This design comes from an exercise in tuning for small area on the open sky130 flow, not from production work. In this exercise RTL edits were held to simulation tests only and were not proved equivalent to the original.

==> inputs of run P <==
==> flow/design.v (excerpt) <==
module regfile_top (
    input  logic         clk,
    input  logic         rst_n,
    input  logic [1:0]   rd_en,
    input  logic [9:0]   rd_addr,
    output logic [63:0]  rd_data,
    output logic [1:0]   rd_busy,
    input  logic [1:0]   wr_en,
    input  logic [9:0]   wr_addr,
    input  logic [63:0]  wr_data,
    input  logic         iss_en,
    input  logic [4:0]   iss_addr,
    output logic         busy_any
);
==> module regfile_scoreboard, before the edit <==
module regfile_scoreboard
#(
    parameter int NREG = regfile_pkg::NREG_DEF,
    parameter int AW   = $clog2(NREG),
    parameter int NWR  = 1
) (
    input  logic              clk,
    input  logic              rst_n,
    input  logic [NWR-1:0]    wr_en,
    input  logic [NWR*AW-1:0] wr_addr,
    input  logic              iss_en,
    input  logic [AW-1:0]     iss_addr,
    output logic [NREG-1:0]   busy_q,
    output logic [NREG-1:0]   busy_d,
    output logic              busy_any
);
    logic clr;
    always_comb begin
        busy_d    = busy_q;
        busy_d[0] = 1'b0;
        clr       = 1'b0;
        for (int r = 1; r < NREG; r++) begin
            clr = 1'b0;
            for (int j = 0; j < NWR; j++) begin
                if (wr_en[j] && (wr_addr[j*AW +: AW] == AW'(r))) begin
                    clr = 1'b1;
                end
            end
            if (iss_en && (iss_addr == AW'(r))) begin
                busy_d[r] = 1'b1;
            end else if (clr) begin
                busy_d[r] = 1'b0;
            end
        end
    end
    always_ff @(posedge clk or negedge rst_n) begin
        if (!rst_n) begin
            busy_q   <= '0;
            busy_any <= 1'b0;
        end else begin
            busy_q   <= busy_d;
            busy_any <= |busy_d;
        end
    end
endmodule
==> module regfile_mp, before the edit <==
module regfile_mp
#(
    parameter int XLEN = regfile_pkg::XLEN_DEF,
    parameter int NREG = regfile_pkg::NREG_DEF,
    parameter int AW   = $clog2(NREG),
    parameter int NRD  = 2,
    parameter int NWR  = 1
) (
    input  logic                clk,
    input  logic                rst_n,
    input  logic [NRD-1:0]      rd_en,
    input  logic [NRD*AW-1:0]   rd_addr,
    output logic [NRD*XLEN-1:0] rd_data,
    output logic [NRD-1:0]      rd_busy,
    input  logic [NWR-1:0]      wr_en,
    input  logic [NWR*AW-1:0]   wr_addr,
    input  logic [NWR*XLEN-1:0] wr_data,
    input  logic                iss_en,
    input  logic [AW-1:0]       iss_addr,
    output logic                busy_any
);
    logic [XLEN-1:0] mem [NREG];
    logic [NREG-1:0] busy_q;
    logic [NREG-1:0] busy_d;
    logic [XLEN-1:0] rd_val [NRD];
    logic [NRD-1:0]  rd_bsy;
    regfile_scoreboard #(
        .NREG (NREG),
        .AW   (AW),
        .NWR  (NWR)
    ) u_scoreboard (
        .clk      (clk),
        .rst_n    (rst_n),
        .wr_en    (wr_en),
        .wr_addr  (wr_addr),
        .iss_en   (iss_en),
        .iss_addr (iss_addr),
        .busy_q   (busy_q),
        .busy_d   (busy_d),
        .busy_any (busy_any)
    );
    always_ff @(posedge clk or negedge rst_n) begin
        if (!rst_n) begin
            for (int r = 0; r < NREG; r++) begin
                mem[r] <= '0;
            end
        end else begin
            for (int j = 0; j < NWR; j++) begin
                if (wr_en[j] && (wr_addr[j*AW +: AW] != AW'(regfile_pkg::ZERO_REG))) begin
                    mem[wr_addr[j*AW +: AW]] <= wr_data[j*XLEN +: XLEN];
                end
            end
        end
    end
    always_comb begin
        for (int i = 0; i < NRD; i++) begin
            rd_val[i] = mem[rd_addr[i*AW +: AW]];
            rd_bsy[i] = busy_d[rd_addr[i*AW +: AW]];
            for (int j = 0; j < NWR; j++) begin
                if (wr_en[j] && (wr_addr[j*AW +: AW] == rd_addr[i*AW +: AW])) begin
                    rd_val[i] = wr_data[j*XLEN +: XLEN];
                end
            end
            if (rd_addr[i*AW +: AW] == AW'(regfile_pkg::ZERO_REG)) begin
                rd_val[i] = '0;
                rd_bsy[i] = 1'b0;
            end
        end
    end
    always_ff @(posedge clk or negedge rst_n) begin
        if (!rst_n) begin
            rd_data <= '0;
            rd_busy <= '0;
        end else begin
            for (int i = 0; i < NRD; i++) begin
                if (rd_en[i]) begin
                    rd_data[i*XLEN +: XLEN] <= rd_val[i];
                    rd_busy[i]              <= rd_bsy[i];
                end
            end
        end
    end
endmodule
make LEC_CHECK=0 CAP_MARGIN=20 CORE_MARGIN=2 CORE_UTILIZATION=25 PLACE_DENSITY=0.35 SLEW_MARGIN=20 finish   # period 5.0 ns
run.sh (not shown) runs the stock make flow with config.mk's settings and CLKGATE_MAP_FILE= SYNTH_SCRIPT=/design/flow/synth_recipe.tcl, a recipe that flattens the netlist after the stock synthesis.
==> run H (differences from run P) <==
--- a/flow/design.v
+++ b/flow/design.v
@@ -9,11 +9,9 @@
 #(
     parameter int NREG = regfile_pkg::NREG_DEF,
-    parameter int AW   = $clog2(NREG),
-    parameter int NWR  = 1
+    parameter int AW   = $clog2(NREG)
 ) (
     input  logic              clk,
     input  logic              rst_n,
-    input  logic [NWR-1:0]    wr_en,
-    input  logic [NWR*AW-1:0] wr_addr,
+    input  logic [NREG-1:0]   wr_hit,
     input  logic              iss_en,
     input  logic [AW-1:0]     iss_addr,
@@ -22,21 +20,8 @@
     output logic              busy_any
 );
-    logic clr;
     always_comb begin
-        busy_d    = busy_q;
         busy_d[0] = 1'b0;
-        clr       = 1'b0;
         for (int r = 1; r < NREG; r++) begin
-            clr = 1'b0;
-            for (int j = 0; j < NWR; j++) begin
-                if (wr_en[j] && (wr_addr[j*AW +: AW] == AW'(r))) begin
-                    clr = 1'b1;
-                end
-            end
-            if (iss_en && (iss_addr == AW'(r))) begin
-                busy_d[r] = 1'b1;
-            end else if (clr) begin
-                busy_d[r] = 1'b0;
-            end
+            busy_d[r] = (iss_en && (iss_addr == AW'(r))) || (busy_q[r] && !wr_hit[r]);
         end
     end
@@ -51,4 +36,18 @@
     end
 endmodule
+module rf_wbit (
+    input  logic s0, w0, s1, w1, hit, x,
+    output logic xn
+);
+    logic wn;
+    assign wn = ~((s0 & w0) | (s1 & w1));
+    assign xn = (hit | x) & wn;
+endmodule
+module rf_oai22 (
+    input  logic a1, a2, b1, b2,
+    output logic y
+);
+    assign y = ~((a1 | a2) & (b1 | b2));
+endmodule
 module regfile_mp
 #(
@@ -57,5 +56,5 @@
     parameter int AW   = $clog2(NREG),
     parameter int NRD  = 2,
-    parameter int NWR  = 1
+    parameter int NWR  = 2
 ) (
     input  logic                clk,
@@ -72,18 +71,28 @@
     output logic                busy_any
 );
-    logic [XLEN-1:0] mem [NREG];
+    localparam int NR1 = NREG - 1;         
+    logic [XLEN-1:0] mem_n  [1:NREG-1];    
+    logic [XLEN-1:0] mem_dn [1:NREG-1];    
+    logic [NREG-1:0] valid_q;
+    logic [NREG-1:0] valid_d;
     logic [NREG-1:0] busy_q;
     logic [NREG-1:0] busy_d;
-    logic [XLEN-1:0] rd_val [NRD];
-    logic [NRD-1:0]  rd_bsy;
+    logic [NREG-1:0] wr_hit;
+    logic [NREG-1:0] ws0, ws1;             
+    always_comb begin
+        for (int r = 0; r < NREG; r++) begin
+            ws1[r]     = (r != 0) && wr_en[1] && (wr_addr[AW +: AW] == AW'(r));
+            ws0[r]     = (r != 0) && wr_en[0] && (wr_addr[0 +: AW] == AW'(r)) && !ws1[r];
+            wr_hit[r]  = ws0[r] | ws1[r];
+            valid_d[r] = valid_q[r] | wr_hit[r];
+        end
+    end
     regfile_scoreboard #(
         .NREG (NREG),
-        .AW   (AW),
-        .NWR  (NWR)
+        .AW   (AW)
     ) u_scoreboard (
         .clk      (clk),
         .rst_n    (rst_n),
-        .wr_en    (wr_en),
-        .wr_addr  (wr_addr),
+        .wr_hit   (wr_hit),
         .iss_en   (iss_en),
         .iss_addr (iss_addr),
@@ -92,29 +101,59 @@
         .busy_any (busy_any)
     );
+    for (genvar r = 1; r < NREG; r++) begin : g_reg
+        for (genvar b = 0; b < XLEN; b++) begin : g_bit
+            rf_wbit u_w (
+                .s0  (ws0[r]),    .w0 (wr_data[b]),
+                .s1  (ws1[r]),    .w1 (wr_data[XLEN + b]),
+                .hit (wr_hit[r]), .x  (mem_n[r][b]),
+                .xn  (mem_dn[r][b])
+            );
+        end
+    end
+    always_ff @(posedge clk) begin
+        for (int r = 1; r < NREG; r++) begin
+            mem_n[r] <= mem_dn[r];
+        end
+    end
     always_ff @(posedge clk or negedge rst_n) begin
         if (!rst_n) begin
-            for (int r = 0; r < NREG; r++) begin
-                mem[r] <= '0;
-            end
+            valid_q <= '0;
         end else begin
-            for (int j = 0; j < NWR; j++) begin
-                if (wr_en[j] && (wr_addr[j*AW +: AW] != AW'(regfile_pkg::ZERO_REG))) begin
-                    mem[wr_addr[j*AW +: AW]] <= wr_data[j*XLEN +: XLEN];
-                end
-            end
-        end
-    end
+            valid_q <= valid_d;
+        end
+    end
+    logic [NR1-1:0]  rseln  [NRD];
+    logic [XLEN-1:0] rd_val [NRD];
+    logic [NRD-1:0]  rd_bsy;
     always_comb begin
         for (int i = 0; i < NRD; i++) begin
-            rd_val[i] = mem[rd_addr[i*AW +: AW]];
-            rd_bsy[i] = busy_d[rd_addr[i*AW +: AW]];
-            for (int j = 0; j < NWR; j++) begin
-                if (wr_en[j] && (wr_addr[j*AW +: AW] == rd_addr[i*AW +: AW])) begin
-                    rd_val[i] = wr_data[j*XLEN +: XLEN];
+            rd_bsy[i] = 1'b0;
+            for (int r = 1; r < NREG; r++) begin
+                rseln[i][r-1] = !(rd_en[i] && (rd_addr[i*AW +: AW] == AW'(r)) && valid_d[r]);
+                if (rd_addr[i*AW +: AW] == AW'(r)) begin
+                    rd_bsy[i] = rd_bsy[i] | busy_d[r];
                 end
             end
-            if (rd_addr[i*AW +: AW] == AW'(regfile_pkg::ZERO_REG)) begin
-                rd_val[i] = '0;
-                rd_bsy[i] = 1'b0;
+        end
+    end
+    for (genvar i = 0; i < NRD; i++) begin : g_rd
+        for (genvar b = 0; b < XLEN; b++) begin : g_bit
+            logic [NR1-1:0]   dcol;
+            logic [NR1/2-1:0] yp;
+            for (genvar r = 1; r < NREG; r++) begin : g_col
+                assign dcol[r-1] = mem_dn[r][b];
+            end
+            for (genvar g = 0; g < NR1 / 2; g++) begin : g_grp
+                rf_oai22 u_o (
+                    .a1 (rseln[i][2*g]),   .a2 (dcol[2*g]),
+                    .b1 (rseln[i][2*g+1]), .b2 (dcol[2*g+1]),
+                    .y  (yp[g])
+                );
+            end
+            if (NR1 % 2 == 1) begin : g_odd
+                assign rd_val[i][b] = (|yp) | ~(rseln[i][NR1-1] | dcol[NR1-1])
+                                    | (!rd_en[i] & rd_data[i*XLEN + b]);
+            end else begin : g_even
+                assign rd_val[i][b] = (|yp) | (!rd_en[i] & rd_data[i*XLEN + b]);
             end
         end
@@ -126,7 +165,7 @@
         end else begin
             for (int i = 0; i < NRD; i++) begin
+                rd_data[i*XLEN +: XLEN] <= rd_val[i];
                 if (rd_en[i]) begin
-                    rd_data[i*XLEN +: XLEN] <= rd_val[i];
-                    rd_busy[i]              <= rd_bsy[i];
+                    rd_busy[i] <= rd_bsy[i];
                 end
             end
==> flow/flow/run.sh (new file) <==
#!/bin/bash
# Layout flow: the standard ORFS flow with
#  - power recovery right after floorplan (downsizes gates; placement repairs slew later),
#  - no CTS dummy loads,
#  - buf_2 as the port buffer (resized later by repair_design where needed).
set -e
export POST_FLOORPLAN_TCL="$PWD/flow/post_fp.tcl"
export CTS_ARGS="-sink_clustering_enable -repair_clock_nets -dont_use_dummy_load -sink_clustering_size 12 -sink_clustering_max_diameter 50 -buf_list {sky130_fd_sc_hd__clkbuf_8}"
export BUFFER_PORTS_ARGS="-buffer_cell sky130_fd_sc_hd__buf_2"
bash standard.sh > standard.log 2>&1
==> flow/flow/post_fp.tcl (new file) <==
# After floorplan (before placement): downsize every gate that synthesis sized up for
# speed. Placement's repair_design and the later timing repairs size gates back up where
# slew, capacitance or timing need it.
log_cmd repair_timing -recover_power 100 -verbose
==> flow/standard.sh (new file) <==
#!/bin/bash
# synth_recipe.tcl (not shown) runs the flow's synth.tcl, then flattens the netlist and writes it again
# the make line also repeats each setting of config.mk as NAME=value (left out here)
make -C /OpenROAD-flow-scripts/flow DESIGN_CONFIG=/design/flow/config.mk WORK_HOME=/design/flow/orfs CLKGATE_MAP_FILE= SYNTH_SCRIPT=/design/flow/synth_recipe.tcl "${@:-finish}"
--- a/flow/config.mk
+++ b/flow/config.mk
@@ -8,5 +8,9 @@
 export CAP_MARGIN = 20
 export CORE_MARGIN = 2
-export CORE_UTILIZATION = 25
-export PLACE_DENSITY = 0.35
+export CORE_UTILIZATION = 45
+export CTS_BUF_LIST = sky130_fd_sc_hd__clkbuf_8
+export CTS_CLUSTER_DIAMETER = 50
+export CTS_CLUSTER_SIZE = 12
+export PLACE_DENSITY = 0.6
 export SLEW_MARGIN = 20
+export SYNTH_HIERARCHICAL = 1
removed: flow/run.sh
==> results.toml <==
[run_status]
status = "finished clean"

[routing]
drt_wl_total_mm = 308

[power_and_ir_drop]
clock_power_share_pct = 22.9

[clock_tree]
worst_setup_hold_path_clk_slew_ps = 80

[timing]
fmax_mhz = 206
timing.clock.skew_ps = 153

[critical_path]
delay_of_the_slowest_cell_on_the_worst_path_ps = 940
setup.reg_to_reg.worst_slack_ps = 1440
worstPathBufferInverterCount = 2
critical_r2r_launch = "u_rf.valid_q[8]"
crit_family = "compound AO/OA/AOI/OAI gates"

[floorplanning]
die-height_um = 350

[yosys]
synth_warnings = 15

[finish]
n_all_inverters = 90
reg_top3 = "u_rf.mem_n (992), u_rf.rd_data (64)"
(the above is from run H)
==> results.toml <==
[critical_path]
crit_family = "simple AND/OR/NAND/NOR gates"
setup.reg_to_reg.worst_slack_ps = 1740
worstPathBufferInverterCount = 3

[routing]
drt_wl_total_mm = 588

[power_and_ir_drop]
clock_power_share_pct = 35.8

[run_status]
status = "finished clean"

[floorplanning]
die-height_um = 510

[timing]
fmax_mhz = 237

[finish]
n_all_inverters = 10
(the above is from run P)

==> what the ideal ports hide <==
In the flow no input, the clock included, has a driving cell. The finished layouts below were timed again as built, in two steps. Step 1 sets driving cells, clkbuf_16 on the clock port and buf_2 on the other inputs (assumed; they add their load-dependent delay and slew). Step 2, shift: input delay + t, output delay - t, t = (earliest + latest rising clock arrival at the registers) / 2. This alone moves slack from input paths to output paths. Slacks: ideal ports / drivers / drivers and shift; pairs: ideal ports / drivers.
| run | t (ns) | slack for setup (ns) | latest minus earliest clock arrival (ns) | worst register clock-pin slew, ns |
|---|---|---|---|---|
| run P | 0.949 | 0.778 / 0.823 / -0.125 | 0.052 / 0.051 | 0.07 / 0.07 |
| run H | 0.919 | 0.149 / 0.205 / -0.714 | 0.156 / 0.156 | 0.09 / 0.09 |
With both steps, setup timing fails in run P and run H, where it was met with ideal ports. The setup slack of run P, which loses most, moves by +0.045 ns with the drivers and by -0.903 ns with both steps.
